Source: an optimization exercise on an open RTL-to-GDS flow (aim: small area, a short achievable clock period and few clock cycles per item). Production flows keep margins and buffers that such runs may drop. The RTL was checked by simulation tests, not by an equivalence proof against the original design.

## flow/design.v (module list and top-level ports; edited modules follow where they fit)
// module best_disp_select: 2073 lines
// module bds_norm: 17 lines
// module bds_tab_n: 31 lines
// module bds_tab_d: 31 lines
module best_disp_select #(
    parameter int unsigned NPIX_LOG2 = 8
) (
    input  logic               clk,
    input  logic               rst,
    input  logic               frame_start,
    input  logic [10:0]        fsum,
    input  logic               valid,
    input  logic               last,
    input  logic [13:0]        g2sum,
    input  logic [10:0]        gsum,
    input  logic [13:0]        fg,
    input  logic [5:0]         place,
    output logic               busy,
    output logic [5:0]         best_place,
    output logic               best_valid,
    output logic               done,
    output logic               overrun
);
  // ...
==> flow/flow/run.sh <==
#!/bin/bash
set -euo pipefail
bash standard.sh SETUP_SLACK_MARGIN=7.5 finish > make.log 2>&1
==> flow/standard.sh <==
#!/bin/bash
# synth_recipe.tcl (not shown) runs the flow's synth.tcl, then flattens the netlist and writes it again
# the make line also repeats each setting of config.mk as NAME=value (left out here)
make -C /OpenROAD-flow-scripts/flow DESIGN_CONFIG=/design/flow/config.mk WORK_HOME=/design/flow/orfs CLKGATE_MAP_FILE= SYNTH_SCRIPT=/design/flow/synth_recipe.tcl "${@:-finish}"
==> flow/config.mk <==
export PLATFORM = sky130hd
export DESIGN_NAME = best_disp_select
export DESIGN_NICKNAME = best_disp_select
export VERILOG_FILES = /design/flow/design.v
export SDC_FILE = /design/flow/constraint.sdc
export NUM_CORES = 4
export LEC_CHECK = 0
export CAP_MARGIN = 20
export CORE_MARGIN = 2
export CORE_UTILIZATION = 40
export SLEW_MARGIN = 20
==> flow/constraint.sdc <==
create_clock -name core_clock -period 12.0 [get_ports {clk}]
set_input_delay 2.4000 -clock core_clock [delete_from_list [all_inputs] [get_ports {clk}]]
set_output_delay 2.4000 -clock core_clock [all_outputs]
set_load 0.01 [all_outputs]
==> reports/results.txt, run 1 <==
Placement Rows = 113
DIE AREA = 98,300 um^2
mux contribution to synthesized area = 0.0383
total track usage = 0.184
Routed Antenna Nets = 0
Port Buffers = 70
hold_sp = rn_num[7]$_DFFE_PN_
multi-input gates = 2,479
initial antenna violation count = 0
fin util = 0.469
fin area = 44,600 um^2
post-route clock period utilization = 0.428
Synth Net Count = 4,381
number of clock buffers in the layout = 82
most frequent cells in the layout = 525 x inv_1, 366 x edfxtp_1, 297 x nand2_1
Worst-Margin Slew = 0.968 ns
clk latency of the worst-skew pair = 0.64 ns
area growth from synthesis to final layout = 16.3%
biggest regs = r_bk x25, s_k x25
area share of the largest cell type after synthesis = 0.287
post-synthesis compound-gate area fraction = 0.116
Top delay family on crit path = adder cells
# fillers = 8,814
max layer used = met4
status = complete, no violations
reg-to-reg startpoint = r0_fsum[2]$_DFFE_PP_
dpl ws = 6.35 ns
Clock Root Buffer = clkbuf_16
Testbench counts, summed over its fixed seeds: cycles 10,366, items 9,296.
==> inputs of run 2 (changes only) <==
==> flow/run.sh (new file) <==
#!/bin/bash
# synth_recipe.tcl (not shown) runs the flow's synth.tcl, then flattens the netlist and writes it again
# the make line also repeats each setting of config.mk as NAME=value (left out here)
make -C /OpenROAD-flow-scripts/flow DESIGN_CONFIG=/design/flow/config.mk WORK_HOME=/design/flow/orfs CLKGATE_MAP_FILE= SYNTH_SCRIPT=/design/flow/synth_recipe.tcl finish
removed: flow/flow/run.sh
removed: flow/standard.sh
==> run 2 against run 1 <==
Compared with the run above:
- still clean
- clock skew is 0.0018 ns higher
- utilization shrank 2.4 points
- fmax shrank 13%
- worst hold slack gained 0.0011 ns
- global-route usage is 1.0 points lower
- via count decreased by 3.8%
- count of clock-buffer cells in the layout fell by 7
- synthesized cell count stayed put
- worst setup slack got worse by 0.79 ns
- sequential share of layout area rose by 1.7 points
- critical endpoint unchanged
- largest cell class unchanged
- highest routed layer unchanged
==> reports/results.txt, run 2 <==
status = complete, no violations (unchanged)
Critical Setup Path Class = register to register (unchanged)
area growth from synthesis to final layout = 10.3% (was 16.3%)
worst path cell trace = nand2_1 -> fa_1 -> inv_1 -> fa_1 -> fa_1 -> fa_1 -> fa_1 -> inv_1 -> ha_1 -> a211oi_1 -> nor2_1 -> o31ai_1 -> o211ai_1 -> a31oi_1 -> nor2b_1 -> o21a_1 -> o41a_1 -> xor2_1 (was buf_6 -> and2_4 -> fa_1 -> inv_2 -> fa_1 -> inv_1 -> fa_2 -> fa_1 -> inv_2 -> ha_4 -> a211oi_2 -> nor2_2 -> o31ai_4 -> o211ai_1 -> a31oi_1 -> nor2b_1 -> o21a_1 -> o41a_1 -> xor2_1)
drt wl/cell = 16.6 um (was 17.6 um)
register area = 14,200 um^2 (about the same)
post-route clock period utilization = 0.494 (was 0.428)
placed wire-length estimate = 62.0 mm (was 62.2 mm)
Syn Area/Cell = 10.3 um^2 (unchanged)
H-tree Lvls = 2 (unchanged)
clock tree sinks = 527 (unchanged)
CP arrival = 6.31 ns (was 5.53 ns)
commonest non-fill, non-tap cell in the layout = inv_1 (unchanged)
Final Max Tran Viols = 0 (unchanged)
Synth cell types = 94 (unchanged)
most frequent cells after synthesis = 552 x inv_1, 366 x edfxtp_1, 312 x nand2_1, 310 x fa_1, 302 x ha_1 (unchanged)
EDFF count, synth = 366 (unchanged)
Critical Path End Type = register (unchanged)
Synth area leaders = edfxtp_1 29%, fa_1 16%, ha_1 9.9% (unchanged)
core area = 95,000 um^2 (unchanged)
fin area = 42,200 um^2 (was 44,600 um^2)
Cells after Synth = 3,708 (unchanged)
CP startpoint kind = register (unchanged)
DIE AREA = 98,300 um^2 (unchanged)
final setup TNS = 0 ns (unchanged)
count of TritonRoute iterations in the first routing pass = 6 (unchanged)
biggest regs = r_bk x25, s_k x25 (unchanged)
yosys synthesis warning count = 2 (unchanged)
Starting Density = 0.403 (unchanged)
Reg clk slew, reported paths = 0.06 ns (about the same)
Period minus WS final = 5.93 ns (was 5.14 ns)
first-pass GRT wire length = 138 mm (was 145 mm)
Synth Net Count = 4,381 (unchanged)
Clock Path Buffers = 3 (unchanged)
Clock Skews = 0.0194 ns (was 0.0176 ns)
final worst-path setup slack = 6.07 ns (was 6.86 ns)
Final Hold Fails = 0 (unchanged)
Main synth FF type = edfxtp_1 (unchanged)
clk latency of the worst-skew pair = 0.64 ns (about the same)
Post-layout nets = 4,393 (was 4,539)
area share of the largest cell type after synthesis = 0.287 (unchanged)
Die Wd = 314 um (unchanged)
via/cell ratio = 5.09 (was 5.15)
number of buffers created by CTS = 60 (unchanged)
Post-CTS Setup Bufs = 0 (was 109)
Final GP Congestion = 0.869 (about the same)
total track usage = 0.173 (was 0.184)
Seq cells post-synth = 527 (unchanged)
Crit path largest cell delay = 0.83 ns (was 0.56 ns)
Multi-input gate area = 21,500 um^2 (was 22,300 um^2)
Fmax achieved = 169 MHz (was 195 MHz)
Hold Path Class = register to register (unchanged)
dpl cell area = 40,200 um^2 (was 40,500 um^2)
Routed Antenna Nets = 0 (unchanged)
Final setup viols = 0 (unchanged)
Clock Root Buffer = clkbuf_16 (unchanged)
Critical Path Most Common Cell = fa_1 (unchanged)
Chip Height = 314 um (unchanged)
global route overflow = 0 (unchanged)
vias in the first global route = 25,813 (was 26,939)
share of layout cells above drive strength 1 = 0.0493 (was 0.128)
WP buf/inv = 2 (was 4)
Max stage delay cell, worst path = edfxtp_1 (was fa_1)
synthesized area = 38,300 um^2 (unchanged)
asr flop ratio synth = 0 (unchanged)
dominant cell type by area after synthesis = edfxtp_1 (unchanged)
Worst-Margin Slew = 1.04 ns (was 0.968 ns)
Vias = 25,645 (was 26,671)
Worst Path Required = 12.38 ns (was 12.39 ns)
Post-route DRC = 0 (unchanged)
Placement Rows = 113 (unchanged)
Worst slew margin = 0.309 (was 0.355)
First DRT Iteration DRCs = 1,634 (was 1,851)
num ports = 71 (unchanged)
diode count = 0 (unchanged)
CP Max Fanout = 22 (was 6)
# fillers = 9,007 (was 8,814)
dpl ws = 6.07 ns (was 6.35 ns)
most frequent cells in the layout = 550 x inv_1, 366 x edfxtp_1, 312 x nand2_1 (was 525 x inv_1, 366 x edfxtp_1, 297 x nand2_1)
sequential element share of the synthesized area = 0.371 (unchanged)
hold buffers post-CTS = 0 (unchanged)
Port Buffers = 70 (unchanged)
cts repair resizes = 0 (was 100)
Top delay family on crit path = adder cells (unchanged)
TritonCTS clock tree = done (unchanged)
largest net degree at the start of global routing = 117 (was 181)
initial antenna violation count = 0 (unchanged)
RSZ-0062 raised after global routing = false (was true)
count leader, synth = inv_1 (unchanged)
total wire length = 83.5 mm (was 91.1 mm)
MaxCap Viol Count = 0 (unchanged)
-- run 2: final timing paths --
check | depth (start not counted) | start | slack, ns | endpoint
setup / recovery | 18 | r0_gsum[7]$_DFFE_PP_ | 6.07 | r1_num[20]$_DFFE_PN_
hold / removal | 0 | rn_den[5]$_DFFE_PN_ | 0.42 | rf_den[5]$_DFFE_PN_
setup reg to reg | 18 | r0_gsum[7]$_DFFE_PP_ | 6.07 | r1_num[20]$_DFFE_PN_
hold reg to reg | 0 | rn_den[5]$_DFFE_PN_ | 0.42 | rf_den[5]$_DFFE_PN_
-- run 2: kinds of logic (layout without fill, tap and decap cells) --
logic type / count (synthesis) / count (layout) / share of synthesized area
adders and majority gates: 613 / 613 / 0.261
buffers and inverters: 703 / 767 / 0.0702
AOI/OAI and AO/OA: 678 / 678 / 0.116
muxes: 132 / 132 / 0.0383
xor gates and xnor gates: 120 / 120 / 0.0274
DFF: 527 / 527 / 0.371
and+or+nand+nor: 935 / 935 / 0.116
-- run 2: area by class of cell --
cell class,instances,area share
tap,1265,0.0375
inverter,559,0.0498
sequential,527,0.336
clock buffer,75,0.0373
multi-input combinational,2478,0.508
timing repair buffer,94,0.0208
clock inverter,39,0.0103
-- run 2: metrics by stage --
stage               cells   util  hold WS, ns
finish               5037  0.445        0.417
global route         5037  0.445        0.422
global placement     4923  0.423        0.401
detailed placement   4923  0.423        0.405
floorplan            3708      -        0.400
CTS                  5037  0.445        0.418
-- run 2: routing by layer --
| metal | vias up | part of all wire | GRT usage |
|---|---|---|---|
| li1 | 12632 | - | - |
| met1 | 12323 | 0.48 | 0.249 |
| met2 | 554 | 0.45 | 0.276 |
| met3 | 136 | 0.039 | 0.0209 |
| met4 | 0 | 0.026 | 0.0498 |
| met5 | - | 0 | 0 |
==> inputs of run 3 (changes only) <==
--- a/flow/config.mk
+++ b/flow/config.mk
@@ -5,6 +5,7 @@
 export SDC_FILE = /design/flow/constraint.sdc
 export NUM_CORES = 4
 export LEC_CHECK = 0
+export ABC_AREA = 1
 export CAP_MARGIN = 20
 export CORE_MARGIN = 2
 export CORE_UTILIZATION = 40
==> run 3 against run 2 <==
Compared with the run above:
- still clean
- final cell count grew 21%
- register-to-register slack lost 0.12 ns
- flip-flop and latch count is the same
==> reports/results.txt, run 3 <==
area growth from synthesis to final layout = 10.2% (was 10.3%)
reg2reg path depth = 16 (was 18)
number of buffers created by CTS = 67 (was 60)
initial antenna violation count = 0 (unchanged)
Critical Setup Path Class = register to register (unchanged)
first-pass GRT wire length = 163 mm (was 138 mm)
GR Util met2 = 0.331 (was 0.276)
commonest non-fill, non-tap cell in the layout = inv_1 (unchanged)
global route overflow = 0 (unchanged)
share of layout cells above drive strength 1 = 0.0409 (was 0.0493)
Final Max Tran Viols = 0 (unchanged)
Worst Path Required = 12.35 ns (was 12.38 ns)
R2R setup slack = 5.95 ns (was 6.07 ns)
Critical Path End Type = register (unchanged)
clk latency of the worst-skew pair = 0.63 ns (was 0.64 ns)
drt wl/cell = 16.5 um (was 16.6 um)
Starting Density = 0.403 (about the same)
GRT busiest layer = met2 (unchanged)
placed wire-length estimate = 75.6 mm (was 62.0 mm)
status = complete, no violations (unchanged)
First DRT Iteration DRCs = 2,071 (was 1,634)
num ports = 71 (unchanged)
post-route clock period utilization = 0.504 (was 0.494)
Post-route DRC = 0 (unchanged)
count leader, synth = inv_1 (unchanged)
Period minus WS final = 6.05 ns (was 5.93 ns)
Fmax achieved = 165 MHz (was 169 MHz)
Worst slew margin = 0.263 (was 0.309)
# fillers = 9,785 (was 9,007)
clock tree sinks = 527 (unchanged)
Placement Rows = 116 (was 113)
Multi-input gate area = 21,600 um^2 (was 21,500 um^2)
synthesized area = 40,300 um^2 (was 38,300 um^2)
Final GP Congestion = 0.935 (was 0.869)
Routed Antenna Nets = 0 (unchanged)
Clock Skews = 0.0382 ns (was 0.0194 ns)
count of TritonRoute iterations in the first routing pass = 7 (was 6)
vias in the first global route = 30,570 (was 25,813)
sequential element share of the synthesized area = 0.353 (was 0.371)
most frequent cells after synthesis = 1,018 x inv_1, 985 x nand2_1, 366 x edfxtp_1, 310 x fa_1, 302 x ha_1 (was 552 x inv_1, 366 x edfxtp_1, 312 x nand2_1, 310 x fa_1, 302 x ha_1)
most frequent cells in the layout = 1,012 x inv_1, 984 x nand2_1, 366 x edfxtp_1 (was 550 x inv_1, 366 x edfxtp_1, 312 x nand2_1)
r2r endpoint = rf_kb[6]$_DFFE_PN_ (was r1_num[20]$_DFFE_PN_)
EDFF count, synth = 366 (unchanged)
Post-CTS Setup Bufs = 0 (unchanged)
core area = 100,000 um^2 (was 95,000 um^2)
biggest regs = r_bk x25, s_k x25 (unchanged)
Reg clk slew, reported paths = 0.06 ns (about the same)
RSZ-0062 raised after global routing = false (unchanged)
Main synth FF type = edfxtp_1 (unchanged)
Final setup viols = 0 (unchanged)
Vias = 30,569 (was 25,645)
CP startpoint kind = register (unchanged)
reg-to-reg startpoint = rn_fa[10]$_DFFE_PN_ (was r0_gsum[7]$_DFFE_PP_)
Synth cell types = 58 (was 94)
Syn Area/Cell = 8.52 um^2 (was 10.3 um^2)
Post-layout nets = 5,415 (was 4,393)
worst setup path startpoint = rn_fa[10]$_DFFE_PN_ (was r0_gsum[7]$_DFFE_PP_)
met1 Track Usage GR = 0.269 (was 0.249)
Cells after Synth = 4,726 (was 3,708)
Synth area leaders = edfxtp_1 27%, fa_1 15%, inv_1 9.5% (was edfxtp_1 29%, fa_1 16%, ha_1 9.9%)
area share of the largest cell type after synthesis = 0.273 (was 0.287)
H-tree Lvls = 3 (was 2)
diode count = 0 (unchanged)
MaxCap Viol Count = 0 (unchanged)
Chip Height = 321 um (was 314 um)
via/cell ratio = 5.02 (was 5.09)
largest net degree at the start of global routing = 109 (was 117)
Port Buffers = 70 (unchanged)
DIE AREA = 103,000 um^2 (was 98,300 um^2)
dominant cell type by area after synthesis = edfxtp_1 (unchanged)
total track usage = 0.198 (was 0.173)
final setup TNS = 0 ns (unchanged)
Synth Net Count = 5,399 (was 4,381)
total wire length = 100 mm (was 83.5 mm)
Clock Path Buffers = 3 (unchanged)
asr flop ratio synth = 0 (unchanged)
met3 track demand over resource = 0.0230 (was 0.0209)
CP arrival = 6.39 ns (was 6.31 ns)
CP Max Fanout = 12 (was 22)
yosys synthesis warning count = 2 (unchanged)
Hold Path Class = register to register (unchanged)
Seq cells post-synth = 527 (unchanged)
Die Wd = 321 um (was 314 um)
Clock Root Buffer = clkbuf_16 (unchanged)
register area = 14,200 um^2 (unchanged)
TritonCTS clock tree = done (unchanged)
cts repair resizes = 0 (unchanged)
hold buffers post-CTS = 0 (unchanged)
hold slack = 0.411 ns (was 0.417 ns)
hold_sp = rn_place[4]$_DFFE_PN_ (was rn_den[5]$_DFFE_PN_)
Final Hold Fails = 0 (unchanged)
Worst-Margin Slew = 1.11 ns (was 1.04 ns)
cell depth of the worst min-delay path = 0 (unchanged)
Hold Path Sink = rf_place[4]$_DFFE_PN_ (was rf_den[5]$_DFFE_PN_)
-- run 3: area by class of cell --
cell class                 count  share of cell area
sequential                   527               0.320
tap                         1298              0.0366
clock buffer                  79              0.0400
timing repair buffer          87              0.0190
inverter                    1036              0.0879
multi-input combinational   3023               0.487
clock inverter                42             0.00925
-- run 3: cell families after synthesis --
logic type,count (synthesis),synth area share
xor+xnor,81,0.0176
compound gates,627,0.0869
flops,527,0.353
fa+ha+maj,612,0.248
buf+inv,1176,0.111
simple gates,1701,0.183
mux,2,0.000497
-- run 3: worst max path at each step --
stage,to,slack (ns)
after floorplan,r0_fg[0]$_DFFE_PP_,2.18
after global placement,rf_kb[8]$_DFFE_PN_,6.03
after detailed placement,rf_kb[6]$_DFFE_PN_,6.07
after CTS,rf_kb[6]$_DFFE_PN_,6.05
after global routing,rf_kb[6]$_DFFE_PN_,5.65
final,rf_kb[6]$_DFFE_PN_,5.95
-- run 3: routing by layer --
| metal | vias to the layer above | share of wire |
|---|---|---|
| li1 | 15151 | - |
| met1 | 14555 | 0.46 |
| met2 | 692 | 0.47 |
| met3 | 171 | 0.043 |
| met4 | 0 | 0.028 |
| met5 | - | 0 |
-- run 3: critical path: stages (launching register included) --
cell	delay [ns]
edfxtp_1	0.57
clkinv_1	0.29
nor2_1	0.09
inv_1	0.19
nor2_1	0.15
a2111oi_0	0.61
nand3_1	0.22
nor3_1	0.42
inv_1	0.18
nand2_1	0.11
fa_1	0.46
fa_1	0.58
fa_1	0.44
fa_1	0.46
fa_1	0.52
inv_1	0.05
fa_1	0.43
-- run 3: stage by stage --
step | util | cells | area [um^2] | worst slack, ns
3_5_place_dp | 0.422 | 5971 | 42200 | 6.07
6_report | 0.444 | 6092 | 44400 | 5.95
3_3_place_gp | 0.421 | 5970 | 42100 | 6.03
2_1_floorplan | - | 4726 | 40300 | 2.18
4_1_cts | 0.444 | 6092 | 44400 | 6.05
5_1_grt | 0.444 | 6092 | 44400 | 5.65
==> inputs of run 4 (changes only) <==
--- a/flow/config.mk
+++ b/flow/config.mk
@@ -5,8 +5,8 @@
 export SDC_FILE = /design/flow/constraint.sdc
 export NUM_CORES = 4
 export LEC_CHECK = 0
-export ABC_AREA = 1
 export CAP_MARGIN = 20
 export CORE_MARGIN = 2
-export CORE_UTILIZATION = 40
+export CORE_UTILIZATION = 65
+export PLACE_DENSITY = 0.75
 export SLEW_MARGIN = 20
==> run 4 against run 3 <==
Compared with the run above:
- still clean on timing, DRC and antenna
- die area shrank 41%
- fmax shrank 0.75%
- final cell count shrank 26%
- critical path type unchanged
- critical endpoint is now r1_num[20]$_DFFE_PN_
- highest routed layer unchanged
==> reports/results.txt, run 4 <==
WL met1 = 38.1 mm (was 46.4 mm)
Worst slew margin = 0.277 (was 0.263)
asr flop ratio synth = 0 (unchanged)
area share of the largest cell type after synthesis = 0.287 (was 0.273)
first-pass GRT wire length = 142 mm (was 163 mm)
cts repair resizes = 0 (unchanged)
Chip Height = 247 um (was 321 um)
Routed Antenna Nets = 0 (unchanged)
CP arrival = 6.46 ns (was 6.39 ns)
H-tree Lvls = 2 (was 3)
Post-route DRC = 0 (unchanged)
Synth Net Count = 4,381 (was 5,399)
Worst Path Required = 12.37 ns (was 12.35 ns)
Seq cells post-synth = 527 (unchanged)
Vias = 26,664 (was 30,569)
sequential element share of the synthesized area = 0.371 (was 0.353)
CP startpoint kind = register (unchanged)
Critical Path End Type = register (unchanged)
Die Wd = 247 um (was 321 um)
Critical Path Most Common Cell = fa_1 (unchanged)
Hold Path Class = register to register (unchanged)
drt wl/cell = 19.2 um (was 16.5 um)
clk latency of the worst-skew pair = 0.65 ns (was 0.63 ns)
commonest non-fill, non-tap cell in the layout = inv_1 (unchanged)
biggest regs = r_bk x25, s_k x25 (unchanged)
hold buffers post-CTS = 0 (unchanged)
register area = 14,200 um^2 (unchanged)
global route overflow = 0 (unchanged)
initial antenna violation count = 0 (unchanged)
R2R setup slack = 5.91 ns (was 5.95 ns)
Post-layout nets = 4,383 (was 5,415)
max layer used = met4 (unchanged)
Starting Density = 0.653 (was 0.403)
largest net degree at the start of global routing = 99 (was 109)
placed wire-length estimate = 65.2 mm (was 75.6 mm)
Critical Setup Path Class = register to register (unchanged)
most frequent cells in the layout = 550 x inv_1, 366 x edfxtp_1, 312 x nand2_1 (was 1,012 x inv_1, 984 x nand2_1, 366 x edfxtp_1)
core area = 58,700 um^2 (was 100,000 um^2)
WP buf/inv = 2 (was 4)
final worst-path setup slack = 5.91 ns (was 5.95 ns)
Final Hold Fails = 0 (unchanged)
Clock Root Buffer = clkbuf_16 (unchanged)
total wire length = 87.0 mm (was 100 mm)
DIE AREA = 60,900 um^2 (was 103,000 um^2)
Port Buffers = 70 (unchanged)
worst path cell trace = nand2_1 -> fa_1 -> inv_1 -> fa_1 -> fa_1 -> fa_1 -> fa_1 -> inv_1 -> ha_1 -> o21ai_0 -> a211oi_1 -> o31ai_1 -> o211ai_1 -> a31oi_1 -> nor2b_1 -> o21a_1 -> o41a_1 -> xor2_1 (was clkinv_1 -> nor2_1 -> inv_1 -> nor2_1 -> a2111oi_0 -> nand3_1 -> nor3_1 -> inv_1 -> nand2_1 -> fa_1 -> fa_1 -> fa_1 -> fa_1 -> fa_1 -> inv_1 -> fa_1)
Final GP Congestion = 0.880 (was 0.935)
CP Max Fanout = 22 (was 12)
dpl ws = 5.95 ns (was 6.07 ns)
yosys synthesis warning count = 2 (unchanged)
Post-CTS Setup Bufs = 0 (unchanged)
synthesized area = 38,300 um^2 (was 40,300 um^2)
Crit path largest cell delay = 0.87 ns (was 0.61 ns)
Top delay family on crit path = adder cells (unchanged)
num ports = 71 (unchanged)
final setup TNS = 0 ns (unchanged)
Synth area leaders = edfxtp_1 29%, fa_1 16%, ha_1 9.9% (was edfxtp_1 27%, fa_1 15%, inv_1 9.5%)
post-route clock period utilization = 0.508 (was 0.504)
RSZ-0062 raised after global routing = false (unchanged)
dominant cell type by area after synthesis = edfxtp_1 (unchanged)
MaxCap Viol Count = 0 (unchanged)
Placement Rows = 89 (was 116)
number of buffers created by CTS = 57 (was 67)
Syn Area/Cell = 10.3 um^2 (was 8.52 um^2)
EDFF count, synth = 366 (unchanged)
Synth cell types = 94 (was 58)
# fillers = 4,203 (was 9,785)
Clock Skews = 0.0357 ns (was 0.0382 ns)
area growth from synthesis to final layout = 8.56% (was 10.2%)
met2 routed WL = 41.6 mm (was 46.7 mm)
First DRT Iteration DRCs = 1,840 (was 2,071)
status = complete, no violations (unchanged)
diode count = 0 (unchanged)
count leader, synth = inv_1 (unchanged)
Worst-Margin Slew = 1.08 ns (was 1.11 ns)
Main synth FF type = edfxtp_1 (unchanged)
count of TritonRoute iterations in the first routing pass = 6 (was 7)
Clock Path Buffers = 3 (unchanged)
Max stage delay cell, worst path = edfxtp_1 (was a2111oi_0)
total track usage = 0.294 (was 0.198)
most frequent cells after synthesis = 552 x inv_1, 366 x edfxtp_1, 312 x nand2_1, 310 x fa_1, 302 x ha_1 (was 1,018 x inv_1, 985 x nand2_1, 366 x edfxtp_1, 310 x fa_1, 302 x ha_1)
Cells after Synth = 3,708 (was 4,726)
Multi-input gate area = 21,500 um^2 (was 21,600 um^2)
Final setup viols = 0 (unchanged)
Reg clk slew, reported paths = 0.06 ns (about the same)
Final Max Tran Viols = 0 (unchanged)
hold slack = 0.394 ns (was 0.411 ns)
vias in the first global route = 27,424 (was 30,570)
Fmax achieved = 164 MHz (was 165 MHz)
clock tree sinks = 527 (unchanged)
share of layout cells above drive strength 1 = 0.0468 (was 0.0409)
via/cell ratio = 5.88 (was 5.02)
TritonCTS clock tree = done (unchanged)
DR WL met3 = 4.89 mm (was 4.36 mm)
Period minus WS final = 6.09 ns (was 6.05 ns)
[run 4: changes by cell type after synthesis, moves of 113 or more]
cell | previous run | this run
nand2_1 | 985 | 312
o21ai_0 | 255 | 94
nand3_1 | 224 | 38
mux2i_1 | 2 | 115
and2_1 | 1 | 187
inv_1 | 1018 | 552
[run 4: logic make-up (layout without fill, tap and decap cells)]
logic type | after synthesis | in the layout | synth area share
simple gates | 935 | 935 | 0.116
buf+inv | 703 | 753 | 0.0702
compound gates | 678 | 678 | 0.116
fa+ha+maj | 613 | 613 | 0.261
flops | 527 | 527 | 0.371
mux | 132 | 132 | 0.0383
xor+xnor | 120 | 120 | 0.0274
[run 4: area by class of cell]
class,count,share of cell area
multi-input combinational,2478,0.516
sequential,527,0.342
inverter,559,0.0506
clock buffer,70,0.0372
tap,773,0.0232
timing repair buffer,87,0.0201
clock inverter,37,0.0116
[run 4: final timing paths]
| path | cells after the start | startpoint | endpoint |
|---|---|---|---|
| setup / recovery | 18 | r0_gsum[7]$_DFFE_PP_ | r1_num[20]$_DFFE_PN_ |
| hold / removal | 0 | rn_den[18]$_DFFE_PN_ | rf_den[18]$_DFFE_PN_ |
| setup reg to reg | 18 | r0_gsum[7]$_DFFE_PP_ | r1_num[20]$_DFFE_PN_ |
| hold reg to reg | 0 | rn_den[18]$_DFFE_PN_ | rf_den[18]$_DFFE_PN_ |
[run 4: metrics by stage]
step,util,cell area [um^2],cells
floorplan,-,38300,3708
global placement,0.674,39600,4423
detailed placement,0.674,39600,4423
CTS,0.709,41600,4530
global route,0.709,41600,4531
finish,0.709,41600,4531
[run 4: metal layers]
metal,vias to the layer above,GRT usage
met2,790,0.491
met5,-,0
met3,175,0.0396
li1,12581,-
met1,13118,0.401
met4,0,0.0909

-- port drivers added, routing unchanged --
The flow's constraints put no driver on any port. The routed layouts listed below were extracted and timed again, unchanged, in two steps. Step 1 sets driving cells, clkbuf_16 on the clock port and buf_2 on the other inputs (assumed; they add their load-dependent delay and slew). Step 2 adds t to the input delays and takes it off the output delays; t is the mean of the earliest and latest rising clock arrival at the registers after step 1. Input paths then give back, and output paths get back, about the clock's delay inside the block. Slacks: ideal / step 1 / step 2; pairs: ideal / step 1.
run | t (ns) | setup slack, ns | hold slack, ns
run 1 | 0.700 | 6.862 / 6.862 / 6.862 | 0.416 / 0.416 / 0.416
run 2 | 0.692 | 6.071 / 6.071 / 6.071 | 0.417 / 0.417 / 0.417
run 3 | 0.684 | 5.955 / 5.955 / 5.955 | 0.411 / 0.411 / 0.411
run 4 | 0.692 | 5.909 / 5.909 / 5.909 | 0.394 / 0.394 / 0.394
After both steps every run listed still meets setup and hold.
